Context: an optimization exercise on an open-source flow, tuned for small area. The choices shown serve that exercise and are no tape-out recipe.
Function was checked by simulation only, so behaviour that the tests miss may differ from the original.
The clock port is modelled as an ideal driver; clocking choices that lean on that would not hold on a real chip.
Power is estimated from default activity; no workload was simulated.

==> design/flow/design.v <==
package lcr_pkg;
  localparam int unsigned CFG_IDX_W = 3;
  localparam int unsigned CFG_DAT_W = 14;
endpackage
module load_current_regulator
#(
  parameter int unsigned PWM_LIMIT = 4000
) (
  input  logic        clk_i,
  input  logic        rst_ni,
  input  logic        cfg_we_i,
  input  logic [2:0]  cfg_index_i,
  input  logic [13:0] cfg_data_i,
  input  logic        s_axis_tvalid_i,
  output logic        s_axis_tready_o,
  input  logic [39:0] s_axis_tdata_i,
  output logic        m_axis_tvalid_o,
  input  logic        m_axis_tready_i,
  output logic [47:0] m_axis_tdata_o
);
  localparam logic [19:0] LIMIT = 20'(PWM_LIMIT * 256);
  function automatic logic c_ge(input logic [5:0] a, input logic [5:0] k);
    logic r;
    r = 1'b1;
    for (int i = 0; i < 6; i++) begin
      if (a[i] != k[i]) r = a[i];
    end
    c_ge = r;
  endfunction
  function automatic logic c_le(input logic [5:0] a, input logic [5:0] k);
    logic r;
    r = 1'b1;
    for (int i = 0; i < 6; i++) begin
      if (a[i] != k[i]) r = k[i];
    end
    c_le = r;
  endfunction
  function automatic logic [3:0] add4(input logic [5:0] a, input logic [3:0] k);
    logic cy;
    logic [3:0] s;
    cy = 1'b0;
    for (int i = 0; i < 4; i++) begin
      s[i] = a[i] ^ k[i] ^ cy;
      cy   = (a[i] & k[i]) | (cy & (a[i] ^ k[i]));
    end
    add4 = s;
  endfunction
  function automatic logic bor(input logic a, input logic b, input logic bin);
    bor = (~a & (b | bin)) | (b & bin);
  endfunction
  function automatic logic cry(input logic a, input logic b, input logic cin);
    cry = (a & (b | cin)) | (b & cin);
  endfunction
  logic [11:0] setpoint_q, offset_q;
  logic [9:0]  gain_q, vcomp_q;
  logic [13:0] cutoff_q;
  logic [7:0]  trip_q, release_q;
  logic [1:0]  feat_q;
  logic        sp_w_q, off_w_q, vc_w_q, cut_w_q;
  logic [7:0]  cfl_q, vfl_q, accl_q;    
  logic [12:0] cfu_q;                   
  logic [14:0] vfu_q;                   
  logic [11:0] accu_q;                  
  logic [15:0] base_q;                  
  logic        stop_q, fan_q, bvalid_q;
  logic        busy_q, ovalid_q;
  logic [2:0]  pass_q;
  logic [5:0]  c_q;
  logic        f1_q, f2_q, f3_q, f4_q, f5_q, f6_q, f7_q;
  logic [2:0]  mr_q;      
  logic        rc_q;      
  logic        le_q, gt_q, nega_q, tt_q;
  logic [10:0] s_q;       
  logic p0, p1, p2, p3, p4, p5, p6, p01, p23;
  assign p0  = busy_q & (pass_q == 3'd0);
  assign p1  = busy_q & (pass_q == 3'd1);
  assign p2  = busy_q & (pass_q == 3'd2);
  assign p3  = busy_q & (pass_q == 3'd3);
  assign p4  = busy_q & (pass_q == 3'd4);
  assign p5  = busy_q & (pass_q == 3'd5);
  assign p6  = busy_q & (pass_q == 3'd6);
  assign p01 = p0 | p1;
  assign p23 = p2 | p3;
  assign s_axis_tready_o = p6;
  assign m_axis_tvalid_o = ovalid_q;
  logic [5:0] c;
  assign c = c_q;
  logic commit;
  assign commit = p5 & (c == 6'd63);
  always_ff @(posedge clk_i or negedge rst_ni) begin
    if (!rst_ni) begin
      busy_q   <= 1'b0;
      ovalid_q <= 1'b0;
      pass_q   <= 3'd0;
      c_q      <= 6'd0;
    end else begin
      c_q <= c_q + 6'd1;
      if (!busy_q) begin
        if (s_axis_tvalid_i && !ovalid_q && (stop_q || c == 6'd63)) begin
          busy_q <= 1'b1;
          pass_q <= stop_q ? 3'd6 : 3'd0;
        end
      end else begin
        if (c == 6'd63) pass_q <= pass_q + 3'd1;
        if (p6 && s_axis_tvalid_i) begin
          busy_q   <= 1'b0;
          ovalid_q <= 1'b1;
        end
      end
      if (ovalid_q && m_axis_tready_i) ovalid_q <= 1'b0;
    end
  end
  always_ff @(posedge clk_i or negedge rst_ni) begin
    if (!rst_ni) begin
      gain_q     <= 10'd63;
      trip_q     <= 8'd16;
      release_q  <= 8'd8;
      feat_q     <= 2'd0;
    end else if (cfg_we_i) begin
      case (cfg_index_i)
        3'd2: gain_q     <= cfg_data_i[9:0];
        3'd5: trip_q     <= cfg_data_i[7:0];
        3'd6: release_q  <= cfg_data_i[7:0];
        3'd7: feat_q     <= cfg_data_i[1:0];
        default: ;
      endcase
    end
  end
  always_ff @(posedge clk_i) begin
    if (cfg_we_i) begin
      case (cfg_index_i)
        3'd0: setpoint_q <= cfg_data_i[11:0];
        3'd1: offset_q   <= cfg_data_i[11:0];
        3'd3: vcomp_q    <= cfg_data_i[9:0];
        3'd4: cutoff_q   <= cfg_data_i[13:0];
        default: ;
      endcase
    end
  end
  always_ff @(posedge clk_i or negedge rst_ni) begin
    if (!rst_ni) begin
      sp_w_q  <= 1'b0;
      off_w_q <= 1'b0;
      vc_w_q  <= 1'b0;
      cut_w_q <= 1'b0;
    end else if (cfg_we_i) begin
      if (cfg_index_i == 3'd0) sp_w_q  <= 1'b1;
      if (cfg_index_i == 3'd1) off_w_q <= 1'b1;
      if (cfg_index_i == 3'd3) vc_w_q  <= 1'b1;
      if (cfg_index_i == 3'd4) cut_w_q <= 1'b1;
    end
  end
  logic t0, c0, c31, c39;
  assign c0  = (c == 6'd0);
  assign t0  = (c == 6'd8);
  assign c31 = (c == 6'd31);
  assign c39 = (c == 6'd39);
  logic [11:0] si, sv, st;
  assign si = s_axis_tdata_i[11:0];
  assign sv = s_axis_tdata_i[23:12];
  assign st = s_axis_tdata_i[35:24];
  logic [3:0] i7;
  logic       w7;
  assign i7 = add4(c, 4'd9);
  assign w7 = c_ge(c, 6'd7) & c_le(c, 6'd18);
  logic [3:0] i17;
  logic       w17;
  assign i17 = add4(c, 4'd15);
  assign w17 = c_ge(c, 6'd17) & c_le(c, 6'd28);
  logic [3:0] i8;
  logic       w8, w16;
  assign i8  = add4(c, 4'd8);
  assign w8  = c_ge(c, 6'd8) & c_le(c, 6'd19);
  assign w16 = (c[5:4] == 2'b01) & c_le(c, 6'd29);
  logic v;    
  assign v = bvalid_q;
  logic spnz;
  assign spnz = sp_w_q & (|setpoint_q);
  logic cflo, cf_in, cf0, cf1, cfv0, cfv1;
  assign cflo = c_le(c, 6'd19);
  assign cf0  = c_le(c, 6'd7) ? cfl_q[0] : cfu_q[0];
  assign cf1  = c_le(c, 6'd6) ? cfl_q[1] :
                ((c == 6'd7) | ~cflo) ? cfu_q[0] : cfu_q[1];
  assign cfv0 = cf0 & v;
  assign cfv1 = cf1 & v;
  logic si_b, of_b, d_b, dsh;
  assign si_b = w7 & si[i7];
  assign of_b = w7 & off_w_q & offset_q[i7];
  assign d_b  = si_b ^ of_b ^ f1_q;
  assign dsh  = c_ge(c, 6'd7) & d_b;
  logic be_in, y_b;
  assign be_in = c0 ? cfv0 : f2_q;
  assign y_b   = dsh ^ cfv1 ^ be_in;
  logic [2:0] m5_in, m5_n;
  localparam logic [23:0] MOD5_ADD1 = {3'd0, 3'd0, 3'd0, 3'd0, 3'd4, 3'd3, 3'd2, 3'd1};
  localparam logic [23:0] MOD5_ADD2 = {3'd0, 3'd0, 3'd0, 3'd1, 3'd0, 3'd4, 3'd3, 3'd2};
  localparam logic [23:0] MOD5_ADD3 = {3'd0, 3'd0, 3'd0, 3'd2, 3'd1, 3'd0, 3'd4, 3'd3};
  localparam logic [23:0] MOD5_ADD4 = {3'd0, 3'd0, 3'd0, 3'd3, 3'd2, 3'd1, 3'd0, 3'd4};
  always_comb begin
    m5_in = c0 ? 3'd0 : mr_q;
    m5_n  = m5_in;
    if (y_b) begin
      case ({c31, c[1:0]})
        3'b000, 3'b100: m5_n = MOD5_ADD1[3 * m5_in +: 3];
        3'b001, 3'b101,
        3'b111:         m5_n = MOD5_ADD2[3 * m5_in +: 3];
        3'b010, 3'b110: m5_n = MOD5_ADD4[3 * m5_in +: 3];
        default:        m5_n = MOD5_ADD3[3 * m5_in +: 3];
      endcase
    end
  end
  logic m5b, bu_in, u_b, zd1_in, zd2_in, bz_in, z_b, ca_in, scf_b;
  assign m5b    = (c[5:2] == 4'd0) & (c[1:0] != 2'd3) & mr_q[c[1:0]];
  assign bu_in  = c0 ? 1'b0 : f3_q;
  assign u_b    = y_b ^ m5b ^ bu_in;
  assign zd1_in = c0 ? 1'b0 : f4_q;
  assign zd2_in = c0 ? 1'b0 : f5_q;
  assign bz_in  = c0 ? 1'b0 : f6_q;
  assign z_b    = u_b ^ zd2_in ^ bz_in;
  assign ca_in  = c0 ? rc_q : f7_q;
  assign scf_b  = cfv0 ^ z_b ^ ca_in;
  assign cf_in = p1 ? scf_b : cf0;
  always_ff @(posedge clk_i) begin
    cfl_q <= {((p1 & c_le(c, 6'd7)) ? scf_b : cfl_q[0]), cfl_q[7:1]};
    if ((p01 | p23 | p4) & ((c_ge(c, 6'd8) & cflo) | c39)) cfu_q <= {cf_in, cfu_q[12:1]};
  end
  logic [3:0] ic;
  logic       tb_b, bt_in, td_b, thb, b1_in, b2_in, u1_b, u2_b;
  logic [7:0] thr;
  assign ic    = c_le(c, 6'd11) ? c[3:0] : 4'd11;
  assign tb_b  = st[ic];
  assign thr   = fan_q ? release_q : trip_q;
  assign thb   = (c[5:3] == 3'd0) & thr[c[2:0]];
  assign bt_in = c0 ? 1'b0 : f3_q;
  assign td_b  = base_q[0] ^ tb_b ^ bt_in;
  assign b1_in = c0 ? 1'b1 : f4_q;
  assign b2_in = c0 ? 1'b0 : f5_q;
  assign u1_b  = td_b ^ thb ^ b1_in;
  assign u2_b  = ~td_b ^ thb ^ b2_in;
  always_ff @(posedge clk_i) begin
    base_q <= {((p0 & ~c[5] & ~c[4] & ~v) ? tb_b : base_q[0]), base_q[15:1]};
  end
  logic        mb;
  logic [10:0] ma;
  logic [11:0] mt;
  logic        p_b;
  logic        spb, eacc_b, bsp_in;
  assign bsp_in = c0 ? 1'b0 : f1_q;
  assign spb    = w8 & sp_w_q & setpoint_q[i8];
  assign eacc_b = spb ^ cf0 ^ bsp_in;
  logic [11:0] mcy;
  logic [10:0] pp;
  assign ma  = p4 ? {1'b0, gain_q} : {vcomp_q[9], vcomp_q};
  assign mb  = p4 ? eacc_b : (cf0 & vc_w_q);
  assign pp  = mb ? ma : 11'd0;
  always_comb begin
    mcy[0] = 1'b0;
    for (int i = 0; i < 11; i++) begin
      mt[i]    = s_q[i] ^ pp[i] ^ mcy[i];
      mcy[i+1] = cry(s_q[i], pp[i], mcy[i]);
    end
    mt[11] = s_q[10] ^ pp[10] ^ mcy[11];
  end
  assign p_b = mt[0];
  always_ff @(posedge clk_i) begin
    s_q <= c[5] & (c[4] | c[3]) ? 11'd0 : mt[11:1];
  end
  logic vfv;
  assign vfv = (c_le(c, 6'd15) ? vfl_q[0] : vfu_q[0]) & v;
  logic svb, cg_in, tg_b, bdv_in, dv_b, x_b;
  assign svb    = w17 & sv[i17];
  assign cg_in  = t0 ? 1'b0 : f1_q;
  assign tg_b   = svb ^ p_b ^ cg_in;
  assign bdv_in = t0 ? 1'b0 : f2_q;
  assign dv_b   = tg_b ^ vfv ^ bdv_in;
  assign x_b    = t0 ? 1'b0 : f3_q;
  logic [1:0] m3_in, m3_n;
  always_comb begin
    m3_in = t0 ? 2'd0 : mr_q[1:0];
    m3_n  = m3_in;
    if (x_b) begin
      if (c[0] && !c39) m3_n = {~m3_in[1] & ~m3_in[0], m3_in[1]};    
      else              m3_n = {m3_in[0], ~m3_in[1] & ~m3_in[0]};    
    end
  end
  logic m3b, bu3_in, u3_b, qd_in, bq_in, q_b, cv_in, vfn_b;
  assign m3b    = (c[5:1] == 5'd4) & mr_q[c[0]];
  assign bu3_in = t0 ? 1'b0 : f4_q;
  assign u3_b   = x_b ^ m3b ^ bu3_in;
  assign qd_in  = t0 ? 1'b0 : f5_q;
  assign bq_in  = t0 ? 1'b0 : f6_q;
  assign q_b    = u3_b ^ qd_in ^ bq_in;
  assign cv_in  = t0 ? rc_q : f7_q;
  assign vfn_b  = vfv ^ q_b ^ cv_in;
  logic cb, le_in;
  localparam logic [13:0] CUTOFF_RST = 14'd3008;
  assign cb    = w16 & (cut_w_q ? cutoff_q[c[3:0]] : CUTOFF_RST[c[3:0]]);
  assign le_in = t0 ? 1'b1 : le_q;
  always_ff @(posedge clk_i) begin
    vfl_q <= {((p3 & (c[5:3] == 3'd1)) ? vfn_b : vfl_q[0]), vfl_q[7:1]};
    if (p23 & ((c_ge(c, 6'd16) & c_le(c, 6'd29)) | c39)) begin
      vfu_q <= {(p3 ? vfn_b : vfu_q[0]), vfu_q[14:1]};
    end
  end
  logic accv, s_b, ca2_in, as_b, lb, gt_in, zero, acc_in;
  assign accv   = (c_le(c, 6'd15) ? accl_q[0] : accu_q[0]) & v & c_le(c, 6'd27);
  assign s_b    = c_le(c, 6'd31) ? p_b : f3_q;
  assign ca2_in = t0 ? 1'b0 : f2_q;
  assign as_b   = accv ^ s_b ^ ca2_in;
  assign gt_in  = t0 ? 1'b0 : gt_q;
  always_comb begin
    lb = 1'b0;
    for (int i = 0; i < 20; i++) begin
      if (c == 6'(i + 8)) lb = LIMIT[i];
    end
  end
  logic cut, ttrip;
  assign cut   = feat_q[0] & spnz & le_q;
  assign ttrip = v & feat_q[1] & tt_q;
  assign zero  = nega_q | cfu_q[12] | ~spnz | cut | ttrip;
  logic acco;
  assign acco = c_le(c, 6'd15) ? accl_q[0] : accu_q[0];
  always_comb begin
    if (p4)        acc_in = as_b;
    else if (zero) acc_in = 1'b0;
    else if (gt_q) acc_in = lb;
    else           acc_in = acco;
  end
  always_ff @(posedge clk_i) begin
    accl_q <= {(((p4 | p5) & (c[5:3] == 3'd1)) ? acc_in : accl_q[0]), accl_q[7:1]};
    if ((p4 | p5) & c_ge(c, 6'd16) & c_le(c, 6'd27)) accu_q <= {acc_in, accu_q[11:1]};
  end
  always_ff @(posedge clk_i) begin
    if (p01) begin
      f1_q <= c_ge(c, 6'd7) ? bor(si_b, of_b, f1_q) : 1'b0;
      f2_q <= bor(dsh, cfv1, be_in);
    end else if (p23) begin
      f1_q <= cry(svb, p_b, cg_in);
      f2_q <= bor(tg_b, vfv, bdv_in);
    end else begin
      f1_q <= bor(spb, cf0, bsp_in);
      f2_q <= cry(accv, s_b, ca2_in);
    end
    if (p0) begin
      f3_q <= bor(base_q[0], tb_b, bt_in);
      f4_q <= bor(td_b, thb, b1_in);
      f5_q <= bor(~td_b, thb, b2_in);
    end else if (p1) begin
      f3_q <= bor(y_b, m5b, bu_in);
      f4_q <= z_b;
      f5_q <= zd1_in;
    end else if (p23) begin
      f3_q <= dv_b;
      f4_q <= bor(x_b, m3b, bu3_in);
      f5_q <= q_b;
    end else begin
      if (c31) f3_q <= p_b;
    end
    if (p1) begin
      f6_q <= bor(u_b, zd2_in, bz_in);
      f7_q <= cry(cfv0, z_b, ca_in);
    end else begin
      f6_q <= bor(u3_b, qd_in, bq_in);
      f7_q <= cry(vfv, q_b, cv_in);
    end
    if (p0) begin
      if (c_le(c, 6'd31)) mr_q <= m5_n;
      if (c0)  rc_q <= cfv0;                              
      if (c31) rc_q <= y_b & (rc_q | (m5_n != 3'd0));     
      if (c == 6'd15) tt_q <= ~(u1_b & u2_b);
    end
    if (p2) begin
      if (c_ge(c, 6'd8) & c_le(c, 6'd39)) mr_q <= {1'b0, m3_n};
      if (c39) rc_q <= x_b & (m3_n != 2'd0);
    end
    if (p3 & c_ge(c, 6'd8) & c_le(c, 6'd39)) begin
      le_q <= (vfn_b != cb) ? (c39 ? vfn_b : cb) : le_in;
    end
    if (p4 & c_ge(c, 6'd8) & c_le(c, 6'd39)) begin
      gt_q <= (as_b != lb) ? as_b : gt_in;
    end
    if (p4 & c39) nega_q <= as_b;
  end
  always_ff @(posedge clk_i or negedge rst_ni) begin
    if (!rst_ni) begin
      stop_q   <= 1'b0;
      fan_q    <= 1'b0;
      bvalid_q <= 1'b0;
    end else if (commit) begin
      stop_q   <= stop_q | cut;
      fan_q    <= ttrip;
      bvalid_q <= 1'b1;
    end
  end
  logic [13:0] fv;
  assign fv = vfu_q[14] ? 14'd0 : vfu_q[13:0];
  assign m_axis_tdata_o = {7'b0, fv, cfu_q, fan_q, stop_q, accu_q};
endmodule
==> design/flow/flow/run.sh <==
#!/bin/bash
# Layout: the standard flow (standard.sh, standard synthesis unchanged) with
# two changes: the port buffers are sky130_fd_sc_hd__buf_1 instead of the
# default clkdlybuf4s50_1, and the clock tree is built from clkbuf_8 without
# dummy balancing loads. Each tool's full log stays under orfs/logs; make's
# output goes to flow_make.log in this folder.
set -euo pipefail
bash standard.sh \
  BUFFER_PORTS_ARGS="-buffer_cell sky130_fd_sc_hd__buf_1" \
  CTS_ARGS="-sink_clustering_enable -repair_clock_nets -dont_use_dummy_load -buf_list {sky130_fd_sc_hd__clkbuf_8}" \
  finish > flow_make.log 2>&1
==> design/flow/standard.sh <==
#!/bin/bash
# synth_recipe.tcl (not shown) runs the flow's synth.tcl, then flattens the netlist and writes it again
# the make line also repeats each setting of config.mk as NAME=value (left out here)
make -C /OpenROAD-flow-scripts/flow DESIGN_CONFIG=/design/flow/config.mk WORK_HOME=/design/flow/orfs CLKGATE_MAP_FILE= SYNTH_SCRIPT=/design/flow/synth_recipe.tcl "${@:-finish}"
==> design/flow/config.mk <==
export PLATFORM = sky130hd
export DESIGN_NAME = load_current_regulator
export DESIGN_NICKNAME = load_current_regulator
export VERILOG_FILES = /design/flow/design.v
export SDC_FILE = /design/flow/constraint.sdc
export NUM_CORES = 4
export LEC_CHECK = 0
export CAP_MARGIN = 20
export CORE_MARGIN = 2
export CORE_UTILIZATION = 40
export SLEW_MARGIN = 20
==> design/flow/constraint.sdc <==
create_clock -name core_clock -period 15.0 [get_ports {clk_i}]
set_input_delay 3.0000 -clock core_clock [delete_from_list [all_inputs] [get_ports {clk_i}]]
set_output_delay 3.0000 -clock core_clock [all_outputs]
set_load 0.01 [all_outputs]
==> PnR_summary.wiki, run 1 <==
{| class="wikitable"
! Metric !! Value
|-
| Fin nets || 929
|-
| GR Overflow Total || 0
|-
| Run status || finished clean
|-
| Detailed-route via count || 5962
|-
| Leading cell types in the layout, fill and taps excluded || 99 x buf_1, 95 x edfxtp_1, 59 x dfxtp_1
|-
| Worst setup path endpoint || s_q[9]
|-
| Remaining antenna violation count after routing || 0
|-
| Area taken by multi-input logic gates || 3780 um^2
|-
| Commonest non-fill, non-tap cell in the layout || buf_1
|-
| Crit path max fanout || 19
|-
| Number of levels in the clock H-tree || 4
|-
| Proportion of register bits with asynchronous set or reset after synthesis || 23.0%
|-
| Total wirelength of the detailed-routed design || 20200 um
|-
| Post-CTS Resized || 0
|-
| Path type of the worst setup path || reg -> reg
|-
| Number of different library cells in the post-synthesis netlist || 65
|-
| Number of standard cells after synthesis || 731
|-
| Cell with the largest stage delay on the worst path || a31oi_1
|-
| Number of max-cap violations || 0
|-
| Number of clock sinks || 200
|-
| Stages on the worst setup path || 22
|-
| GPL Wtd Cong || 0.886
|-
| Post-CTS Setup Repair Bufs || 0
|-
| Peak clock frequency supported by timing || 126 MHz
|-
| Chip Width || 156 um
|-
| Sequential-to-total area share from yosys stat || 56.1%
|-
| Worst slew margin relative to its limit || 34.9%
|-
| Number of inserted diodes || 0
|-
| Reg-to-reg endpoint || s_q[9]
|-
| Boundary pin count || 112
|-
| Yosys Warn Count || 1
|-
| Sequential Area || 5190 um^2
|-
| Clock latency (worst-skew pair) || 480 ps
|-
| Filler instances || 2121
|-
| Total Power || 0.914 mW
|-
| Initial DRT Pass Iterations || 5
|-
| Average footprint of a synthesized cell || 12.7 um^2
|-
| CP required || 15350 ps
|-
| Longest Clk Path Bufs || 2
|-
| Critical Path Max Stage Delay || 740 ps
|-
| Number of remaining DRC errors || 0
|-
| Die height || 156 um
|-
| Root buffer cell || clkbuf_8
|-
| Kind of end point of the critical path || flip-flop
|-
| DRT iter0 DRCs || 357
|-
| Cell mode on critical path || fa_1
|-
| Top flip-flop cell by instance count after synthesis || edfxtp_1
|-
| Post-Syn Area || 9260 um^2
|-
| Leak || 3.74 nW
|-
| Path type of the worst min-delay path || reg -> reg
|-
| Area added between synthesis and finish || 9.23%
|-
| Initial standard-cell utilization of the core || 40.8%
|-
| Transition time at the pin with the least slew margin || 973 ps
|-
| Vias per cell || 5.40
|-
| Number of flip-flops and latches in the synthesized netlist || 200
|-
| CTS clock-pin slew for the worst setup and hold paths || 110 ps
|-
| Area of the core || 22700 um^2
|-
| Depth of the most critical reg-to-reg path || 22
|-
| Total power divided by cell area || 90.4 nW/um^2
|-
| IR drop worst, VDD || 0.0512 mV
|-
| Category of cells accounting for the largest share of critical-path delay || adder cells
|-
| Worst endpoint data arrival time || 8300 ps
|-
| Worst Skew || 58.4 ps
|-
| Count of buffers from port buffering || 100
|-
| Number of rows created at floorplan || 55
|-
| Fin crit share || 53.0%
|-
| Wire length per cell || 18.3 um
|-
| Launching instance or port of the critical path || c_q[1]
|-
| Final Hold Vio Count || 0
|-
| Vias in the first global route || 5879
|-
| Clock tree from TritonCTS || yes
|-
| Share of cells above drive strength 1 || 13.2%
|-
| Count of pins over their slew limit || 0
|-
| Aggregate global-route resource usage || 17.4%
|-
| Clock buffers created by TritonCTS || 17
|-
| Final setup viols || 0
|-
| Number of antenna violations at the first check in global routing || 0
|-
| Clock period minus worst slack || 7950 ps
|-
| Crit start category || flip-flop
|-
| RSZ-0062 raised after global routing || no
|-
| Maximum number of pins on one net before global-route repair || 47
|-
| Post-synth EDFFs || 95
|-
| Total Die Area || 24400 um^2
|-
| Setup Total Neg Slack || 0 ps
|-
| Quantity of hold-fixing buffers added after cts || 0
|-
| Reg-to-reg slack, setup || 7050 ps
|-
| Buffers plus inverters on the worst setup path || 3
|-
| Chain of cells forming the critical path || inv_2 > ha_1 > nand2_1 > and2_1 > fa_1 > nor2_1 > a31oi_1 > a21oi_1 > ha_1 > fa_1 > inv_1 > fa_1 > inv_1 > fa_1 > fa_1 > fa_1 > fa_1 > fa_1 > fa_1 > fa_1 > fa_1 > nor2b_1
|-
| Startpoint of the lowest-slack register-to-register path || c_q[1]
|-
| DPL Wire Length || 14500 um
|-
| Wire length of the first global-routing pass || 32500 um
|}
[layer usage]
metal	GRT usage, %	vias to the layer above	wire length (um)
met5	0	-	0
met2	28.0	155	9470
met3	3.78	35	1010
met1	23.3	2970	9220
li1	-	2802	-
met4	6.12	0	490
[report_power, final]
group | internal [mW] | switching (mW) | leakage [nW]
Clock | 0.101 | 0.159 | 0.122
Sequential | 0.595 | 0.0104 | 1.83
Combinational | 0.0265 | 0.0219 | 1.78
[sequential cells by signal, summed over array words and instances (netlist names), 2 cells and up]
register,cells
base_q,16
vfu_q,15
cutoff_q,14
cfu_q,13
accu_q,12
offset_q,12
setpoint_q,12
s_q,11
gain_q,10
vcomp_q,10
accl_q,8
cfl_q,8
release_q,8
trip_q,8
vfl_q,8
c_q,6
mr_q,3
pass_q,3
feat_q,2
[area by class of cell]
class,instances,share of cell area (%)
clock buffers,17,2.31
inverters,32,1.19
multi-input cells,464,37.4
flip-flops and latches,200,51.4
well taps,285,3.53
repair buffers,106,4.17
[metrics by stage]
| step | worst slack (ps) | hold slack [ps] | cells | utilization, % | cell area, um^2 |
|---|---|---|---|---|---|
| final | 7050 | 310 | 1104 | 44.5 | 10100 |
| after global routing | 6620 | 332 | 1104 | 44.5 | 10100 |
| after CTS | 6970 | 309 | 1104 | 44.5 | 10100 |
| after detailed placement | 6990 | 312 | 1087 | 43.5 | 9870 |
| after global placement | 7030 | 310 | 1087 | 43.5 | 9870 |
| after floorplan | 7920 | 310 | 737 | - | 9280 |
[kinds of logic (layout without fill, tap and decap cells)]
| kind of cell | Yosys count | in the layout | synth area share [%] |
|---|---|---|---|
| muxes | 78 | 78 | 11.5 |
| AOI/OAI and AO/OA | 122 | 122 | 8.15 |
| other | 1 | 7 | 0.0405 |
| and+or+nand+nor | 205 | 205 | 11.7 |
| xor gates and xnor gates | 6 | 6 | 0.568 |
| buffers and inverters | 73 | 155 | 3.53 |
| adders and majority gates | 46 | 46 | 8.33 |
| DFF | 200 | 200 | 56.1 |
[cells in the mapped netlist, drive strengths merged, types with 20 or more instances]
library cell  count  area (um^2)
a21oi            33          165
buf              23          139
dfrtp            38          951
dfxtp            59         1180
edfxtp           95         2850
fa               26          521
ha               20          250
inv              32          120
mux2             39          439
mux2i            20          200
nand2            55          206
nor2             31          119
nor2b            27          169
o21ai            37          189
[how the worst min path moves through the flow]
stage	start	end	slack [ps]	cells after the start
finish	base_q[15]	base_q[14]	310	0
global route	accl_q[6]	accl_q[5]	330	0
CTS	base_q[15]	base_q[14]	310	0
detailed placement	accl_q[7]	accl_q[6]	310	0
global placement	accl_q[6]	accl_q[5]	310	0
floorplan	accl_q[1]	accl_q[0]	310	0
[worst reg2reg max path: stages, from the launching register on]
cell	delay [ps]
dfrtp_1	670
inv_2	330
ha_1	450
nand2_1	430
and2_1	330
fa_1	530
nor2_1	50
a31oi_1	740
a21oi_1	100
ha_1	250
fa_1	360
inv_1	70
fa_1	160
inv_1	50
fa_1	370
fa_1	390
fa_1	390
fa_1	380
fa_1	400
fa_1	420
fa_1	430
fa_1	440
nor2b_1	140
==> run 2: changes to the inputs <==
==> design/flow/flow/run.sh (replaced) <==
#!/bin/bash
# Layout: the standard flow (standard.sh, standard synthesis unchanged) with
# three changes: the port buffers are sky130_fd_sc_hd__buf_1 instead of the
# default clkdlybuf4s50_1; the clock tree is built from clkbuf_8 (root
# clkbuf_16) without dummy balancing loads; after CTS the clock buffers with a
# large fanout are upsized (flow/post_cts.tcl). Each tool's full log stays under
# orfs/logs; make's output goes to flow_make.log in this folder.
set -euo pipefail
bash standard.sh \
  BUFFER_PORTS_ARGS="-buffer_cell sky130_fd_sc_hd__buf_1" \
  CTS_ARGS="-sink_clustering_enable -repair_clock_nets -dont_use_dummy_load -root_buf sky130_fd_sc_hd__clkbuf_16 -buf_list {sky130_fd_sc_hd__clkbuf_8}" \
  POST_CTS_TCL="$PWD/flow/post_cts.tcl" \
  finish > flow_make.log 2>&1
==> design/flow/flow/post_cts.tcl (new file) <==
# After clock tree synthesis: upsize the clock buffers that drive many sinks
# (sky130_fd_sc_hd__clkbuf_8 -> clkbuf_16) so that every flip-flop clock pin
# keeps a low slew, then legalize the placement again.
set block [ord::get_db_block]
set changed 0
foreach inst [$block getInsts] {
  if {[[$inst getMaster] getName] ne "sky130_fd_sc_hd__clkbuf_8"} { continue }
  set fo 0
  foreach it [$inst getITerms] {
    if {[$it isOutputSignal]} {
      set net [$it getNet]
      if {$net ne "NULL"} { set fo [expr {[llength [$net getITerms]] - 1}] }
    }
  }
  if {$fo > 14} {
    replace_cell [$inst getName] sky130_fd_sc_hd__clkbuf_16
    incr changed
  }
}
puts "post_cts: upsized $changed clock buffers"
if {$changed > 0} {
  detailed_placement
  check_placement -verbose
  estimate_parasitics -placement
}
==> run 2 against run 1 <==
- highest routed layer unchanged
- combinational power hardly changed
- first-iteration DRC count is 6.4% higher
- routed wire length is 0.94% higher
- register-to-register slack worse by 30 ps
- sequential share of layout area is 0.28 points lower
- critical endpoint unchanged
- via count is 1.0% higher
- die area stayed put
==> PnR_summary.wiki, run 2 <==
{| class="wikitable"
! Metric !! Value
|-
| Run status || finished clean
|-
| Startpoint of the lowest-slack register-to-register path || c_q[1]
|-
| Number of rows created at floorplan || 55 (unchanged)
|-
| Vias per cell || 5.46 (+1.0%)
|-
| IR drop worst, VDD || 0.0753 mV (+47%)
|-
| Leading cell types by total area after synthesis || edfxtp_1 31%, dfxtp_1 13%, dfrtp_1 10%
|-
| Area share of the leading cell type in the synthesized netlist || 30.8% (unchanged)
|-
| Number of different library cells in the post-synthesis netlist || 65 (unchanged)
|-
| Path type of the worst min-delay path || reg -> reg
|-
| Fin nets || 929 (unchanged)
|-
| Detailed-route via count || 6023 (+1.0%)
|-
| Final setup viols || 0 (unchanged)
|-
| Aggregate global-route resource usage || 17.5% (+0.15 points)
|-
| Reg-to-reg endpoint || s_q[9]
|-
| Chip Width || 156 um (unchanged)
|-
| Total Power || 0.949 mW (+3.8%)
|-
| Worst Skew || 33.5 ps (-24.9 ps)
|-
| Remaining antenna violation count after routing || 0 (unchanged)
|-
| Launching instance or port of the critical path || c_q[1]
|-
| Post-Syn Area || 9260 um^2 (unchanged)
|-
| Number of clock sinks || 200 (unchanged)
|-
| Boundary pin count || 112 (unchanged)
|-
| Setup Total Neg Slack || 0 ps (unchanged)
|-
| Depth of the most critical reg-to-reg path || 22 (unchanged)
|-
| Total power divided by cell area || 93.3 nW/um^2 (+3.2%)
|-
| Path type of the worst setup path || reg -> reg
|-
| Number of flip-flops and latches in the synthesized netlist || 200 (unchanged)
|-
| Top flip-flop cell by instance count after synthesis || edfxtp_1
|-
| Count of pins over their slew limit || 0 (unchanged)
|-
| Filler instances || 2110 (-0.52%)
|-
| Most numerous cell in the Yosys netlist || edfxtp_1
|-
| Initial DRT Pass Iterations || 8 (+3)
|-
| Crit start category || flip-flop
|-
| Share of cells above drive strength 1 || 13.2% (unchanged)
|-
| Die height || 156 um (unchanged)
|-
| Worst endpoint data arrival time || 8250 ps (-50 ps)
|-
| Transition time at the pin with the least slew margin || 954 ps (-19.8 ps)
|-
| DPL Wire Length || 14500 um (unchanged)
|-
| Post-synth EDFFs || 95 (unchanged)
|-
| Kind of end point of the critical path || flip-flop
|-
| Number of inserted diodes || 0 (unchanged)
|-
| Number of remaining DRC errors || 0 (unchanged)
|-
| Commonest cells in the synthesized netlist || 95 x edfxtp_1, 59 x dfxtp_1, 55 x nand2_1
|-
| Area of the core || 22700 um^2 (unchanged)
|-
| Leak || 3.76 nW (+0.69%)
|-
| Proportion of register bits with asynchronous set or reset after synthesis || 23.0% (unchanged)
|-
| Clock latency (worst-skew pair) || 400 ps (-80 ps)
|-
| Number of standard cells after synthesis || 731 (unchanged)
|-
| Initial standard-cell utilization of the core || 40.8% (unchanged)
|-
| Total Die Area || 24400 um^2 (unchanged)
|-
| Clock period minus worst slack || 7990 ps (+33.8 ps)
|-
| Commonest non-fill, non-tap cell in the layout || buf_1
|-
| Biggest register || base_q
|-
| Sequential-to-total area share from yosys stat || 56.1% (unchanged)
|-
| RSZ-0062 raised after global routing || no
|-
| Clock tree from TritonCTS || yes
|-
| Worst setup path endpoint || s_q[9]
|-
| Fin crit share || 53.2% (+0.23 points)
|-
| CTS clock-pin slew for the worst setup and hold paths || 90 ps (-20 ps)
|-
| Peak clock frequency supported by timing || 125 MHz (-0.42%)
|-
| Max FFs per register || 16 (unchanged)
|-
| Total wirelength of the detailed-routed design || 20400 um (+0.94%)
|-
| CP required || 15260 ps (-90 ps)
|-
| DRT iter0 DRCs || 380 (+6.4%)
|-
| Library cell with the largest summed area after synthesis || edfxtp_1
|-
| Area added between synthesis and finish || 9.84%
|-
| Biggest registers after layout || base_q: 16 flops, vfu_q: 15 flops, cutoff_q: 14 flops
|-
| Maximum number of pins on one net before global-route repair || 47 (unchanged)
|-
| Vias in the first global route || 5868 (-0.19%)
|-
| Leading cell types in the layout, fill and taps excluded || 99 x buf_1, 95 x edfxtp_1, 59 x dfxtp_1
|-
| Count of buffers from port buffering || 100 (unchanged)
|-
| Crit path max fanout || 19 (unchanged)
|-
| Number of antenna violations at the first check in global routing || 0 (unchanged)
|-
| Number of max-cap violations || 0 (unchanged)
|-
| GR Overflow Total || 0 (unchanged)
|-
| Wire length per cell || 18.5 um (+0.94%)
|-
| Wire length of the first global-routing pass || 32600 um (+0.30%)
|-
| Average footprint of a synthesized cell || 12.7 um^2 (unchanged)
|-
| Yosys Warn Count || 1 (unchanged)
|-
| Final Hold Vio Count || 0 (unchanged)
|-
| Worst slew margin relative to its limit || 36.1% (+1.3 points)
|-
| Reg-to-reg slack, setup || 7010 ps (-30 ps)
|-
| GPL Wtd Cong || 0.886 (unchanged)
|}
[run 2: worst max-delay path, cell delays in order, from the launching register on]
cell,delay (ps)
dfrtp_1,670
inv_2,330
ha_1,440
nand2_1,430
and2_1,330
fa_1,530
nor2_1,50
a31oi_1,730
a21oi_1,100
ha_1,250
fa_1,360
inv_1,70
fa_1,160
inv_1,50
fa_1,370
fa_1,390
fa_1,390
fa_1,380
fa_1,400
fa_1,420
fa_1,430
fa_1,440
nor2b_1,140
[run 2: kinds of logic (layout without fill, tap and decap cells)]
logic type,count (synthesis),in the layout,synth area share [%]
and+or+nand+nor,205,205,11.7
DFF,200,200,56.1
AOI/OAI and AO/OA,122,122,8.15
muxes,78,78,11.5
buffers and inverters,73,155,3.53
adders and majority gates,46,46,8.33
xor gates and xnor gates,6,6,0.568
other,1,7,0.0405
[run 2: area by class of cell]
class                   instances  area [um^2]  share of cell area [%]
repair buffers                106          422                    4.15
well taps                     285          357                    3.51
multi-input cells             464         3780                    37.2
flip-flops and latches        200         5190                    51.1
inverters                      32          120                    1.18
clock buffers                  17          290                    2.85
[run 2: how the worst min path moves through the flow]
stage,depth (start not counted),startpoint,to
2_1_floorplan,0,accl_q[1],accl_q[0]
3_3_place_gp,0,accl_q[6],accl_q[5]
3_5_place_dp,0,accl_q[7],accl_q[6]
5_1_grt,0,accl_q[6],accl_q[5]
6_report,0,base_q[15],base_q[14]
[run 2: power by group]
| group | switching, mW | internal, mW | total (mW) |
|---|---|---|---|
| Combinational | 0.0220 | 0.0265 | 0.0486 |
| Sequential | 0.0105 | 0.595 | 0.606 |
| Clock | 0.164 | 0.130 | 0.294 |
| Total | 0.196 | 0.752 | 0.949 |
[run 2: metal layers]
metal,track usage [%],wire (um),vias up
met5,0,0,-
met4,6.25,524,0
met3,4.19,1060,39
met2,28.0,9560,189
met1,23.4,9230,2993
li1,-,-,2802
[run 2: metrics by stage]
stage	hold slack (ps)	cell area (um^2)	std cells	util, %	worst slack (ps)
2_1_floorplan	310	9280	737	-	7920
3_3_place_gp	310	9870	1087	43.5	7030
6_report	311	10200	1104	44.8	7010
5_1_grt	332	10200	1104	44.8	6580
3_5_place_dp	312	9870	1087	43.5	6990
==> run 3: changes to the inputs <==
--- a/design/flow/design.v
+++ b/design/flow/design.v
@@ -58,3 +58,3 @@
   logic [1:0]  feat_q;
-  logic        sp_w_q, off_w_q, vc_w_q, cut_w_q;
+  logic        sp_w_q, off_w_q, gain_w_q, vc_w_q, cut_w_q, trip_w_q, rel_w_q, feat_w_q;
   logic [7:0]  cfl_q, vfl_q, accl_q;    
@@ -87,2 +87,6 @@
   assign c = c_q;
+  always_ff @(posedge clk_i) begin
+    if (!busy_q) pass_q <= stop_q ? 3'd6 : 3'd0;
+    else if (c == 6'd63) pass_q <= pass_q + 3'd1;
+  end
   logic commit;
@@ -93,3 +97,2 @@
       ovalid_q <= 1'b0;
-      pass_q   <= 3'd0;
       c_q      <= 6'd0;
@@ -100,6 +103,4 @@
           busy_q <= 1'b1;
-          pass_q <= stop_q ? 3'd6 : 3'd0;
         end
       end else begin
-        if (c == 6'd63) pass_q <= pass_q + 3'd1;
         if (p6 && s_axis_tvalid_i) begin
@@ -114,12 +115,8 @@
     if (!rst_ni) begin
-      gain_q     <= 10'd63;
-      trip_q     <= 8'd16;
-      release_q  <= 8'd8;
-      feat_q     <= 2'd0;
+      gain_q <= 10'd63;
+      feat_q <= 2'd0;
     end else if (cfg_we_i) begin
       case (cfg_index_i)
-        3'd2: gain_q     <= cfg_data_i[9:0];
-        3'd5: trip_q     <= cfg_data_i[7:0];
-        3'd6: release_q  <= cfg_data_i[7:0];
-        3'd7: feat_q     <= cfg_data_i[1:0];
+        3'd2: gain_q <= cfg_data_i[9:0];
+        3'd7: feat_q <= cfg_data_i[1:0];
         default: ;
@@ -135,2 +132,4 @@
         3'd4: cutoff_q   <= cfg_data_i[13:0];
+        3'd5: trip_q     <= cfg_data_i[7:0];
+        3'd6: release_q  <= cfg_data_i[7:0];
         default: ;
@@ -141,11 +140,19 @@
     if (!rst_ni) begin
-      sp_w_q  <= 1'b0;
-      off_w_q <= 1'b0;
-      vc_w_q  <= 1'b0;
-      cut_w_q <= 1'b0;
+      sp_w_q   <= 1'b0;
+      off_w_q  <= 1'b0;
+      gain_w_q <= 1'b0;
+      vc_w_q   <= 1'b0;
+      cut_w_q  <= 1'b0;
+      trip_w_q <= 1'b0;
+      rel_w_q  <= 1'b0;
+      feat_w_q <= 1'b0;
     end else if (cfg_we_i) begin
-      if (cfg_index_i == 3'd0) sp_w_q  <= 1'b1;
-      if (cfg_index_i == 3'd1) off_w_q <= 1'b1;
-      if (cfg_index_i == 3'd3) vc_w_q  <= 1'b1;
-      if (cfg_index_i == 3'd4) cut_w_q <= 1'b1;
+      if (cfg_index_i == 3'd0) sp_w_q   <= 1'b1;
+      if (cfg_index_i == 3'd1) off_w_q  <= 1'b1;
+      if (cfg_index_i == 3'd2) gain_w_q <= 1'b1;
+      if (cfg_index_i == 3'd3) vc_w_q   <= 1'b1;
+      if (cfg_index_i == 3'd4) cut_w_q  <= 1'b1;
+      if (cfg_index_i == 3'd5) trip_w_q <= 1'b1;
+      if (cfg_index_i == 3'd6) rel_w_q  <= 1'b1;
+      if (cfg_index_i == 3'd7) feat_w_q <= 1'b1;
     end
@@ -228,7 +235,10 @@
   logic       tb_b, bt_in, td_b, thb, b1_in, b2_in, u1_b, u2_b;
-  logic [7:0] thr;
+  localparam logic [7:0] TRIP_RST = 8'd16;
+  localparam logic [7:0] REL_RST  = 8'd8;
+  logic       rel_b, trip_b;
   assign ic    = c_le(c, 6'd11) ? c[3:0] : 4'd11;
   assign tb_b  = st[ic];
-  assign thr   = fan_q ? release_q : trip_q;
-  assign thb   = (c[5:3] == 3'd0) & thr[c[2:0]];
+  assign rel_b  = rel_w_q ? release_q[c[2:0]] : REL_RST[c[2:0]];
+  assign trip_b = trip_w_q ? trip_q[c[2:0]] : TRIP_RST[c[2:0]];
+  assign thb    = (c[5:3] == 3'd0) & (fan_q ? rel_b : trip_b);
   assign bt_in = c0 ? 1'b0 : f3_q;
@@ -252,4 +262,8 @@
   logic [10:0] pp;
-  assign ma  = p4 ? {1'b0, gain_q} : {vcomp_q[9], vcomp_q};
-  assign mb  = p4 ? eacc_b : (cf0 & vc_w_q);
+  logic [9:0] gain;
+  assign gain = gain_q;
+  assign ma  = p4 ? {1'b0, gain} : {vcomp_q[9], vcomp_q};
+  logic mclr;
+  assign mclr = c[5] & (c[4] | c[3]);
+  assign mb  = ~mclr & (p4 ? eacc_b : (cf0 & vc_w_q));
   assign pp  = mb ? ma : 11'd0;
@@ -265,3 +279,3 @@
   always_ff @(posedge clk_i) begin
-    s_q <= c[5] & (c[4] | c[3]) ? 11'd0 : mt[11:1];
+    s_q <= {mt[11] & ~mclr, mt[10:1]};
   end
==> run 3 against run 2 <==
- combinational power grew to 6.2 times the previous value
- critical path type unchanged
- still clean
- final cell count is 1.4% lower
- flip-flop and latch count is 2 higher
- largest cell class unchanged
==> PnR_summary.wiki, run 3 <==
{| class="wikitable"
! Metric !! Value
|-
| Run status || finished clean
|-
| Biggest registers after layout || base_q: 16 flops, vfu_q: 15 flops, cutoff_q: 14 flops
|-
| Library cell with the largest summed area after synthesis || edfxtp_1
|-
| Clock period minus worst slack || 7600 ps (-392 ps)
|-
| Kind of end point of the critical path || flip-flop
|-
| Commonest cells in the synthesized netlist || 114 x edfxtp_1, 59 x dfxtp_1, 51 x nand2_1
|-
| Count of buffers from port buffering || 100 (unchanged)
|-
| Sequential power share || 48.0% (-16 points)
|-
| Sequential-to-total area share from yosys stat || 58.2% (+2.1 points)
|-
| Path type of the worst setup path || reg -> reg
|-
| Number of remaining DRC errors || 0 (unchanged)
|-
| Setup Total Neg Slack || 0 ps (unchanged)
|-
| Wire length per cell || 18.7 um (+1.4%)
|-
| Share of cells above drive strength 1 || 14.4% (+1.3 points)
|-
| Fin nets || 913 (-1.7%)
|-
| Post-synth EDFFs || 114 (+20%)
|-
| Area share of the leading cell type in the synthesized netlist || 37.3% (+6.5 points)
|-
| Area added between synthesis and finish || 12.5%
|-
| Boundary pin count || 112 (unchanged)
|-
| Crit path max fanout || 18 (-1)
|-
| Commonest non-fill, non-tap cell in the layout || edfxtp_1
|-
| GR Overflow Total || 0 (unchanged)
|-
| Filler instances || 2090 (-0.95%)
|-
| Number of rows created at floorplan || 55 (unchanged)
|-
| Post-Syn Area || 9170 um^2 (-0.96%)
|-
| Worst endpoint data arrival time || 7990 ps (-260 ps)
|-
| Post-route worst hold slack || 320 ps (+9.53 ps)
|-
| Pre-CTS setup slack || 7430 ps (+443 ps)
|-
| Average footprint of a synthesized cell || 13.2 um^2 (+4.3%)
|-
| Number of clock sinks || 202 (+1.0%)
|-
| Path type of the worst min-delay path || reg -> reg
|-
| Initial DRT Pass Iterations || 5 (-3)
|-
| Area of the core || 22600 um^2 (-0.61%)
|-
| Cell internal power dissipation || 1.01 mW (+34%)
|-
| Total Die Area || 24100 um^2 (-0.93%)
|-
| Max FFs per register || 16 (unchanged)
|-
| CP required || 15390 ps (+130 ps)
|-
| Number of flip-flops and latches in the synthesized netlist || 202 (+1.0%)
|-
| Clock tree from TritonCTS || yes
|-
| Chip Width || 155 um (-0.47%)
|-
| Final Hold Vio Count || 0 (unchanged)
|-
| Vias per cell || 5.29 (-3.0%)
|-
| Transition time at the pin with the least slew margin || 994 ps (+40.7 ps)
|-
| Final setup viols || 0 (unchanged)
|-
| IR drop worst, VDD || 0.0702 mV (-6.8%)
|-
| Number of standard cells after synthesis || 694 (-5.1%)
|-
| Die height || 155 um (-0.47%)
|-
| DPL Wire Length || 14100 um (-3.1%)
|-
| Initial standard-cell utilization of the core || 40.6% (-0.14 points)
|-
| CTS clock-pin slew for the worst setup and hold paths || 50 ps (-40 ps)
|-
| Wire length of the first global-routing pass || 32400 um (-0.74%)
|-
| Most numerous cell in the Yosys netlist || edfxtp_1
|-
| Clock network fraction of design power || 30.6% (-0.4 points)
|-
| Proportion of total power due to net switching || 28.7% (+8.0 points)
|-
| Aggregate global-route resource usage || 17.2% (-0.30 points)
|-
| Psw || 0.406 mW (+110%)
|-
| Proportion of register bits with asynchronous set or reset after synthesis || 14.4% (-8.6 points)
|-
| Detailed-route via count || 5760 (-4.4%)
|-
| Number of different library cells in the post-synthesis netlist || 68 (+4.6%)
|-
| Worst Skew || 14.3 ps (-19.2 ps)
|-
| Remaining antenna violation count after routing || 0 (unchanged)
|-
| Setup slack of the critical path after layout || 7400 ps (+392 ps)
|-
| Yosys Warn Count || 1 (unchanged)
|-
| Peak clock frequency supported by timing || 132 MHz (+5.2%)
|-
| Count of pins over their slew limit || 0 (unchanged)
|-
| DRT iter0 DRCs || 388 (+2.1%)
|-
| Maximum number of pins on one net before global-route repair || 34 (-28%)
|-
| Leading cell types by total area after synthesis || edfxtp_1 37%, dfxtp_1 13%, dfrtp_1 6.3%
|-
| Number of antenna violations at the first check in global routing || 0 (unchanged)
|-
| Worst slew margin relative to its limit || 33.5% (-2.7 points)
|-
| Vias in the first global route || 5838 (-0.51%)
|-
| Biggest register || base_q
|-
| Top flip-flop cell by instance count after synthesis || edfxtp_1
|-
| Fin crit share || 50.6% (-2.6 points)
|-
| Post-Route Utilization || 45.7% (+0.93 points)
|-
| Power share of the combinational group || 21.4% (+16 points)
|-
| Total wirelength of the detailed-routed design || 20400 um (about the same)
|-
| Leading cell types in the layout, fill and taps excluded || 114 x edfxtp_1, 99 x buf_1, 59 x dfxtp_1
|-
| GPL Wtd Cong || 0.832 (-6.0%)
|-
| Crit start category || flip-flop
|-
| Total power divided by cell area || 137 nW/um^2 (+47%)
|-
| Number of max-cap violations || 0 (unchanged)
|-
| Number of inserted diodes || 0 (unchanged)
|-
| Leak || 3.78 nW (+0.46%)
|-
| RSZ-0062 raised after global routing || no
|-
| Clock latency (worst-skew pair) || 460 ps (+60 ps)
|}
## run 3: cells by family (layout without fill, tap and decap cells)
family	count (synthesis)	after routing	share of synthesized area, %
adders and majority gates	46	46	8.32
xor gates and xnor gates	4	4	0.382
and+or+nand+nor	196	196	11.3
buffers and inverters	69	172	3.53
muxes	67	67	9.62
DFF	202	202	58.2
AOI/OAI and AO/OA	109	109	8.62
other	1	7	0.0409
## run 3: through the flow
stage | instance area (um^2) | power, mW | instances
6_report | 10300 | 1.41 | 1088
2_1_floorplan | 9190 | 0.904 | 700
5_1_grt | 10300 | 1.50 | 1088
3_3_place_gp | 9770 | 0.984 | 1053
3_5_place_dp | 9770 | 0.988 | 1053
## run 3: area by class of cell
| type | count | area (um^2) | area share [%] |
|---|---|---|---|
| Timing Repair Buffer | 106 | 422 | 4.09 |
| Inverter | 31 | 116 | 1.13 |
| Multi-Input combinational cell | 429 | 3550 | 34.4 |
| Clock buffer | 35 | 538 | 5.21 |
| Sequential cell | 202 | 5340 | 51.7 |
| Tap cell | 285 | 357 | 3.46 |
## run 3: critical path: stages, from the launching register on
cell and delay (ps):
dfrtp_1 810, clkinv_1 470, nor2_1 450, nand2_1 80, o21ai_0 110, nand4_1 180
fa_1 580, o21ai_0 90, nand2b_1 360, a21oi_1 90, ha_1 220, fa_1 380
fa_1 390, fa_1 400, fa_1 390, fa_1 390, fa_1 380, fa_1 420
fa_1 410, fa_1 380, inv_1 80, fa_1 400, inv_1 70
## run 3: power groups by stage
| stage | logic [mW] | clock network (mW) | registers [mW] |
|---|---|---|---|
| final | 0.303 | 0.432 | 0.678 |
| after global routing | 0.342 | 0.469 | 0.685 |
| after detailed placement | 0.300 | 0 | 0.688 |
| after global placement | 0.297 | 0 | 0.687 |
| after floorplan | 0.237 | 0 | 0.667 |
## run 3: final timing paths
kind / start / endpoint / slack [ps] / depth (start not counted)
setup / recovery: c_q[3] / s_q[9] / 7400 / 22
hold / removal: base_q[2] / base_q[1] / 320 / 0
setup reg to reg: c_q[3] / s_q[9] / 7400 / 22
hold reg to reg: base_q[2] / base_q[1] / 320 / 0
max in group asynchronous: rst_ni / c_q[0] / 11720 / 1
min in group asynchronous: rst_ni / off_w_q / 2670 / 1
## run 3: layer usage
metal / up-vias / track usage [%] / routed length (um)
met5: - / 0 / 0
met4: 0 / 5.59 / 471
met3: 34 / 3.34 / 1270
met2: 180 / 27.5 / 9430
met1: 2824 / 23.8 / 9200
li1: 2722 / - / -
==> run 4: changes to the inputs <==
==> design/flow/flow/run.sh (replaced) <==
#!/bin/bash
# Layout: the standard flow (standard.sh, standard synthesis unchanged) with
# three changes: the port buffers are sky130_fd_sc_hd__buf_1 instead of the
# default clkdlybuf4s50_1; the clock tree is built from clkbuf_8 (root
# clkbuf_16) as a plain H-tree without sink clustering or dummy balancing loads; after CTS the clock buffers with a
# large fanout are upsized (flow/post_cts.tcl). Each tool's full log stays under
# orfs/logs; make's output goes to flow_make.log in this folder.
set -euo pipefail
bash standard.sh \
  BUFFER_PORTS_ARGS="-buffer_cell sky130_fd_sc_hd__buf_1" \
  CTS_ARGS="-repair_clock_nets -dont_use_dummy_load -root_buf sky130_fd_sc_hd__clkbuf_16 -buf_list {sky130_fd_sc_hd__clkbuf_8}" \
  POST_CTS_TCL="$PWD/flow/post_cts.tcl" \
  finish > flow_make.log 2>&1
==> run 4 against run 3 <==
- worst setup slack better by 5.5 ps
- critical path depth unchanged
- synthesized cell count unchanged
- routed wire length down 2.1%
- total power down 9.2%
- maximum frequency about the same
- cell area down 2.3%
- still clean on timing, DRC and antenna
- clock skew up 16 ps
- final cell count down 1.7%
- first-iteration DRC count up 19%
- global-route usage about the same
- utilization down 1.0 points
==> PnR_summary.wiki, run 4 <==
{| class="wikitable"
! Metric !! Value
|-
| Run status || finished clean
|-
| IR drop worst, VDD || 0.0610 mV (-13%)
|-
| Share of cells above drive strength 1 || 12.5% (-2.0 points)
|-
| Initial DRT Pass Iterations || 4 (-1)
|-
| Met3 track demand over resource in global routing || 3.37% (+0.028 points)
|-
| Maximum number of pins on one net before global-route repair || 34 (unchanged)
|-
| Post-Syn Area || 9170 um^2 (unchanged)
|-
| Post-Route Utilization || 44.7% (-1.0 points)
|-
| Clock period minus worst slack || 7590 ps (-5.52 ps)
|-
| Number of flip-flops and latches in the synthesized netlist || 202 (unchanged)
|-
| Fin nets || 895 (-2.0%)
|-
| Clock tree from TritonCTS || yes
|-
| Critical Path Max Stage Delay || 830 ps (+20 ps)
|-
| Crit path max fanout || 18 (unchanged)
|-
| Area of the core || 22600 um^2 (unchanged)
|-
| Cell depth of the worst hold path || 0 (unchanged)
|-
| Startpoint of the lowest-slack register-to-register path || c_q[3]
|-
| Number of antenna violations at the first check in global routing || 0 (unchanged)
|-
| Boundary pin count || 112 (unchanged)
|-
| Average footprint of a synthesized cell || 13.2 um^2 (unchanged)
|-
| Worst Skew || 29.9 ps (+15.6 ps)
|-
| Number of max-cap violations || 0 (unchanged)
|-
| Aggregate global-route resource usage || 17.2% (about the same)
|-
| CTS clock-pin slew for the worst setup and hold paths || 80 ps (+30 ps)
|-
| Total Die Area || 24100 um^2 (unchanged)
|-
| Post-synth EDFFs || 114 (unchanged)
|-
| Cell mode on critical path || fa_1
|-
| Number of clock sinks || 202 (unchanged)
|-
| Die height || 155 um (unchanged)
|-
| Area share of the leading cell type in the synthesized netlist || 37.3% (unchanged)
|-
| Worst endpoint data arrival time || 7930 ps (-60 ps)
|-
| Filler instances || 2099 (+0.43%)
|-
| Sequential-to-total area share from yosys stat || 58.2% (unchanged)
|-
| Number of different library cells in the post-synthesis netlist || 68 (unchanged)
|-
| Initial standard-cell utilization of the core || 40.6% (unchanged)
|-
| Vias in the first global route || 5593 (-4.2%)
|-
| Leading cell types in the layout, fill and taps excluded || 114 x edfxtp_1, 99 x buf_1, 59 x dfxtp_1
|-
| Reg-to-reg endpoint || s_q[9]
|-
| DPL Wire Length || 14100 um (unchanged)
|-
| Final setup viols || 0 (unchanged)
|-
| CP required || 15340 ps (-50 ps)
|-
| DRT iter0 DRCs || 461 (+19%)
|-
| Biggest register || base_q
|-
| Transition time at the pin with the least slew margin || 987 ps (-7.58 ps)
|-
| Depth of the most critical reg-to-reg path || 22 (unchanged)
|-
| Number of inserted diodes || 0 (unchanged)
|-
| Setup Total Neg Slack || 0 ps (unchanged)
|-
| Leak || 3.66 nW (-3.3%)
|-
| GPL Wtd Cong || 0.832 (unchanged)
|-
| Worst slew margin relative to its limit || 34.0% (+0.51 points)
|-
| RSZ-0062 raised after global routing || no
|-
| Startpoint of the most critical hold path || base_q[12]
|-
| Wire length per cell || 18.6 um (-0.46%)
|-
| Reg-to-reg slack, setup || 7410 ps (about the same)
|-
| Detailed-route via count || 5684 (-1.3%)
|-
| Met1 track utilization from global routing || 23.8% (+0.036 points)
|-
| Fin crit share || 50.6% (about the same)
|-
| Top flip-flop cell by instance count after synthesis || edfxtp_1
|-
| Total Power || 1.28 mW (-9.2%)
|-
| Count of buffers from port buffering || 100 (unchanged)
|-
| Remaining antenna violation count after routing || 0 (unchanged)
|-
| Area added between synthesis and finish || 9.95%
|-
| Commonest non-fill, non-tap cell in the layout || edfxtp_1
|-
| Number of rows created at floorplan || 55 (unchanged)
|-
| Most numerous cell in the Yosys netlist || edfxtp_1
|-
| Count of pins over their slew limit || 0 (unchanged)
|-
| Chip Width || 155 um (unchanged)
|-
| Wire length of the first global-routing pass || 31700 um (-2.1%)
|-
| Cell with the largest stage delay on the worst path || dfrtp_1
|-
| Peak clock frequency supported by timing || 132 MHz (about the same)
|-
| Final Hold Vio Count || 0 (unchanged)
|-
| Total wirelength of the detailed-routed design || 19900 um (-2.1%)
|-
| Biggest registers after layout || base_q: 16 flops, vfu_q: 15 flops, cutoff_q: 14 flops
|-
| Total power divided by cell area || 127 nW/um^2 (-7.0%)
|-
| Commonest cells in the synthesized netlist || 114 x edfxtp_1, 59 x dfxtp_1, 51 x nand2_1
|-
| Number of standard cells after synthesis || 694 (unchanged)
|-
| Clock latency (worst-skew pair) || 400 ps (-60 ps)
|-
| Leading cell types by total area after synthesis || edfxtp_1 37%, dfxtp_1 13%, dfrtp_1 6.3%
|-
| Path type of the worst setup path || reg -> reg
|-
| GR Overflow Total || 0 (unchanged)
|-
| Hold worst-path end || base_q[11]
|-
| Proportion of register bits with asynchronous set or reset after synthesis || 14.4% (unchanged)
|-
| Met2 GRT Util || 27.6% (+0.084 points)
|-
| Vias per cell || 5.31 (+0.34%)
|-
| Path type of the worst min-delay path || reg -> reg
|-
| Most Used Layer, Global Route || met2
|-
| Library cell with the largest summed area after synthesis || edfxtp_1
|-
| Crit start category || flip-flop
|-
| Kind of end point of the critical path || flip-flop
|-
| Max FFs per register || 16 (unchanged)
|-
| Chain of cells forming the critical path || clkinv_1 > nor2_1 > nand2_1 > o21ai_0 > nand4_1 > fa_1 > o21ai_0 > nand2b_1 > a21oi_1 > ha_1 > fa_1 > fa_1 > fa_1 > fa_1 > fa_1 > fa_1 > fa_1 > fa_1 > fa_1 > inv_1 > fa_1 > inv_1
|-
| Number of remaining DRC errors || 0 (unchanged)
|-
| Yosys Warn Count || 1 (unchanged)
|}
## run 4: cell counts after synthesis
No cell type changed its count.
## run 4: how the worst max path moves through the flow
| stage | from | endpoint | slack (ps) |
|---|---|---|---|
| after global routing | c_q[3] | s_q[9] | 7010 |
| after global placement | s_axis_tdata_i[1] | cfu_q[12] | 7420 |
| final | c_q[3] | s_q[9] | 7410 |
| after detailed placement | s_axis_tdata_i[1] | cfu_q[12] | 7430 |
| after floorplan | s_axis_tdata_i[2] | cfu_q[12] | 7970 |
## run 4: metrics by stage
step	area (um^2)	cells	hold WS, ps	setup WS (ps)
after detailed placement	9770	1053	312	7430
after global routing	10100	1070	325	7010
after floorplan	9190	700	310	7970
final	10100	1070	314	7410
after global placement	9770	1053	310	7420
## run 4: area by class of cell
cell class,count,area [um^2],area share [%]
tap,285,357,3.54
multi-input combinational,429,3550,35.2
sequential,202,5340,53.0
clock buffer,17,302,2.99
inverter,31,116,1.15
timing repair buffer,106,422,4.18
## run 4: metal layers
| layer | up-vias | share of wire (%) | wire length [um] |
|---|---|---|---|
| li1 | 2686 | - | - |
| met1 | 2825 | 47 | 9420 |
| met2 | 150 | 47 | 9340 |
| met3 | 23 | 4.1 | 827 |
| met4 | 0 | 1.7 | 344 |
| met5 | - | 0 | 0 |
## run 4: power by group
| group | internal (mW) | total (mW) | switching [mW] |
|---|---|---|---|
| clock | 0.136 | 0.303 | 0.167 |
| combinational | 0.133 | 0.303 | 0.170 |
| sequential | 0.636 | 0.677 | 0.0404 |
## run 4: logic make-up (layout without fill, tap and decap cells)
| group | after synthesis | in the layout | synth area share (%) |
|---|---|---|---|
| AO/OA/AOI/OAI | 109 | 109 | 8.62 |
| XOR/XNOR | 4 | 4 | 0.382 |
| AND/OR/NAND/NOR | 196 | 196 | 11.3 |
| other | 1 | 7 | 0.0409 |
| buffers and inverters | 69 | 154 | 3.53 |
| flip-flops | 202 | 202 | 58.2 |
| adder cells (fa/ha/maj) | 46 | 46 | 8.32 |
| multiplexers | 67 | 67 | 9.62 |
## run 4: critical path: cells and delay by family, from the launching register on
kind,cells,cell delay (ps)
AOI/OAI and AO/OA,3,280
adders and majority gates,12,4740
DFF,1,830
and+or+nand+nor,4,1080
buffers and inverters,3,620
==> run 5: changes to the inputs <==
--- a/design/flow/design.v
+++ b/design/flow/design.v
@@ -58,3 +58,3 @@
   logic [1:0]  feat_q;
-  logic        sp_w_q, off_w_q, gain_w_q, vc_w_q, cut_w_q, trip_w_q, rel_w_q, feat_w_q;
+  logic        sp_w_q, off_w_q, vc_w_q, cut_w_q, trip_w_q, rel_w_q;
   logic [7:0]  cfl_q, vfl_q, accl_q;    
@@ -142,3 +142,2 @@
       off_w_q  <= 1'b0;
-      gain_w_q <= 1'b0;
       vc_w_q   <= 1'b0;
@@ -147,3 +146,2 @@
       rel_w_q  <= 1'b0;
-      feat_w_q <= 1'b0;
     end else if (cfg_we_i) begin
@@ -151,3 +149,2 @@
       if (cfg_index_i == 3'd1) off_w_q  <= 1'b1;
-      if (cfg_index_i == 3'd2) gain_w_q <= 1'b1;
       if (cfg_index_i == 3'd3) vc_w_q   <= 1'b1;
@@ -156,3 +153,2 @@
       if (cfg_index_i == 3'd6) rel_w_q  <= 1'b1;
-      if (cfg_index_i == 3'd7) feat_w_q <= 1'b1;
     end
@@ -172,6 +168,4 @@
   assign w7 = c_ge(c, 6'd7) & c_le(c, 6'd18);
-  logic [3:0] i17;
-  logic       w17;
-  assign i17 = add4(c, 4'd15);
-  assign w17 = c_ge(c, 6'd17) & c_le(c, 6'd28);
+  logic       w16v;
+  assign w16v = (c[5:4] == 2'b01) & c_le(c, 6'd27);
   logic [3:0] i8;
@@ -260,2 +254,6 @@
   assign eacc_b = spb ^ cf0 ^ bsp_in;
+  logic        svd_q;
+  always_ff @(posedge clk_i) begin
+    svd_q <= p23 & w16v & sv[c[3:0]];
+  end
   logic [11:0] mcy;
@@ -270,3 +268,3 @@
   always_comb begin
-    mcy[0] = 1'b0;
+    mcy[0] = svd_q;
     for (int i = 0; i < 11; i++) begin
@@ -283,6 +281,4 @@
   assign vfv = (c_le(c, 6'd15) ? vfl_q[0] : vfu_q[0]) & v;
-  logic svb, cg_in, tg_b, bdv_in, dv_b, x_b;
-  assign svb    = w17 & sv[i17];
-  assign cg_in  = t0 ? 1'b0 : f1_q;
-  assign tg_b   = svb ^ p_b ^ cg_in;
+  logic tg_b, bdv_in, dv_b, x_b;
+  assign tg_b   = p_b;
   assign bdv_in = t0 ? 1'b0 : f2_q;
@@ -351,3 +347,3 @@
     end else if (p23) begin
-      f1_q <= cry(svb, p_b, cg_in);
+      f1_q <= 1'b0;
       f2_q <= bor(tg_b, vfv, bdv_in);
==> run 5 against run 4 <==
- routed wire length up 3.1%
- maximum frequency up 3.6%
- utilization fell by 0.35 points
- critical path depth unchanged
- non-clock buffer count is 2 higher
- synthesized area shrank 1.4%
- global-route usage rose by 0.84 points
- worst setup slack gained 260 ps
- critical path type unchanged
- largest cell class unchanged
==> PnR_summary.wiki, run 5 <==
{| class="wikitable"
! Metric !! Value
|-
| Biggest register || base_q
|-
| Crit start category || flip-flop
|-
| Chip Width || 154 um (-0.69%)
|-
| Maximum number of pins on one net before global-route repair || 37 (+8.8%)
|-
| Most numerous cell in the Yosys netlist || edfxtp_1
|-
| Final Hold Vio Count || 0 (unchanged)
|-
| Total wirelength of the detailed-routed design || 20600 um (+3.1%)
|-
| Count of buffers from port buffering || 100 (unchanged)
|-
| Number of max-cap violations || 0 (unchanged)
|-
| Clock period minus worst slack || 7330 ps (-262 ps)
|-
| Die height || 154 um (-0.69%)
|-
| Reg-to-reg slack, setup || 7670 ps (+260 ps)
|-
| Transition time at the pin with the least slew margin || 980 ps (-6.89 ps)
|-
| Number of rows created at floorplan || 55 (unchanged)
|-
| Aggregate global-route resource usage || 18.0% (+0.84 points)
|-
| Area added between synthesis and finish || 9.98% (about the same)
|-
| Cell total after placement || 1056 (+0.28%)
|-
| Clock tree from TritonCTS || yes
|-
| Worst endpoint data arrival time || 7670 ps (-260 ps)
|-
| Proportion of register bits with asynchronous set or reset after synthesis || 14.3% (-0.071 points)
|-
| Vias per cell || 5.33 (+0.38%)
|-
| Fin nets || 894 (-0.11%)
|-
| DRT iter0 DRCs || 426 (-7.6%)
|-
| Vias in the first global route || 5686 (+1.7%)
|-
| Peak clock frequency supported by timing || 136 MHz (+3.6%)
|-
| Initial standard-cell utilization of the core || 40.3% (-0.33 points)
|-
| Count of pins over their slew limit || 0 (unchanged)
|-
| Max FFs per register || 16 (unchanged)
|-
| Wire length per cell || 19.1 um (+2.7%)
|-
| Commonest non-fill, non-tap cell in the layout || edfxtp_1
|-
| Clock latency (worst-skew pair) || 410 ps (about the same)
|-
| Worst Skew || 25.1 ps (-4.81 ps)
|-
| Leading cell types by total area after synthesis || edfxtp_1 38%, dfxtp_1 13%, dfrtp_1 6.4%
|-
| Total power divided by cell area || 123 nW/um^2 (-3.0%)
|-
| Path type of the worst setup path || reg -> reg
|-
| Pre-CTS setup slack || 7680 ps (+247 ps)
|-
| RSZ-0062 raised after global routing || no
|-
| CP required || 15340 ps (about the same)
|-
| Crit path max fanout || 16 (-2)
|-
| Detailed-route via count || 5727 (+0.76%)
|-
| Area share of the leading cell type in the synthesized netlist || 37.9% (+0.54 points)
|-
| Leading cell types in the layout, fill and taps excluded || 114 x edfxtp_1, 99 x buf_1, 60 x dfxtp_1
|-
| DPL Wire Length || 14500 um (+3.2%)
|-
| Final setup viols || 0 (unchanged)
|-
| Run status || finished clean
|-
| Post-synth EDFFs || 114 (unchanged)
|-
| CTS clock-pin slew for the worst setup and hold paths || 90 ps (about the same)
|-
| Number of flip-flops and latches in the synthesized netlist || 203 (+0.50%)
|-
| Leak || 3.60 nW (-1.5%)
|}
==> run 5: cell count changes in the layout (fill, tap and decap cells not counted), sizes merged, moves of 3 or more <==
cell | previous run | this run
nand2 | 51 | 58
inv | 30 | 36
o211ai | 9 | 3
and3 | 12 | 7
ha | 21 | 16
mux2 | 29 | 24
nor2 | 35 | 40
nor3 | 7 | 12
a211oi | 8 | 4
a211o | 0 | 3
a21oi | 27 | 30
==> run 5: worst max-delay path, stage by stage (launching register included) <==
cell and delay [ps]:
dfrtp_1 810, inv_1 270, ha_1 380, mux2_2 360, inv_1 150, fa_1 460
nand2_1 80, a21o_1 330, a21o_1 150, fa_1 170, inv_1 50, fa_1 370
fa_1 390, fa_1 390, fa_1 390, fa_1 390, fa_1 390, fa_1 410
fa_1 400, fa_1 360, inv_1 90, fa_1 410, inv_1 60
==> run 5: logic make-up after synthesis <==
family / Yosys count / share of synthesized area, %
and+or+nand+nor: 206 / 11.5
other: 1 / 0.0415
adders and majority gates: 41 / 7.75
xor gates and xnor gates: 3 / 0.291
DFF: 203 / 59.3
muxes: 60 / 8.91
buffers and inverters: 74 / 3.82
AOI/OAI and AO/OA: 108 / 8.43
==> run 5: through the flow <==
step	cell area, um^2	power (mW)
2_1_floorplan	9060	0.852
3_3_place_gp	9640	0.928
3_5_place_dp	9640	0.932
5_1_grt	9940	1.30
6_report	9940	1.23
==> run 5: power by group <==
group,total (mW),leakage [nW],internal [mW],switching (mW)
Combinational,0.256,1.60,0.105,0.151
Sequential,0.668,1.85,0.636,0.0324
Clock,0.302,0.148,0.130,0.172
Total,1.23,3.60,0.872,0.355
==> run 5: layout make-up <==
cell class	instances	area [um^2]
Sequential cell	203	5360
Tap cell	285	357
Inverter	36	135
Multi-Input combinational cell	425	3360
Fill cell	2083	12500
Clock buffer	17	290
Timing Repair Buffer	108	437
==> run 5: metal layers <==
metal  vias up  share of wire [%]  global-route usage, %
li1       2686                  -                      -
met1      2864                 45                   24.4
met2       148                 48                   29.4
met3        29                4.2                   3.56
met4         0                2.2                   6.17
met5         -                  0                      0
==> run 5: final timing paths <==
| path | endpoint | cells after the start | from |
|---|---|---|---|
| setup / recovery | s_q[9] | 22 | c_q[5] |
| hold / removal | base_q[9] | 0 | base_q[10] |
| setup reg to reg | s_q[9] | 22 | c_q[5] |
| hold reg to reg | base_q[9] | 0 | base_q[10] |
| max in group asynchronous | c_q[0] | 1 | rst_ni |
| min in group asynchronous | gain_q[7] | 1 | rst_ni |

Setup slack of run 5, layout unchanged: 7.672 ns with ideal ports, 7.672 ns with driving cells assumed (clock clkbuf_16, inputs buf_2), 7.672 ns with port delays also shifted by the 0.443 ns mid clock arrival.
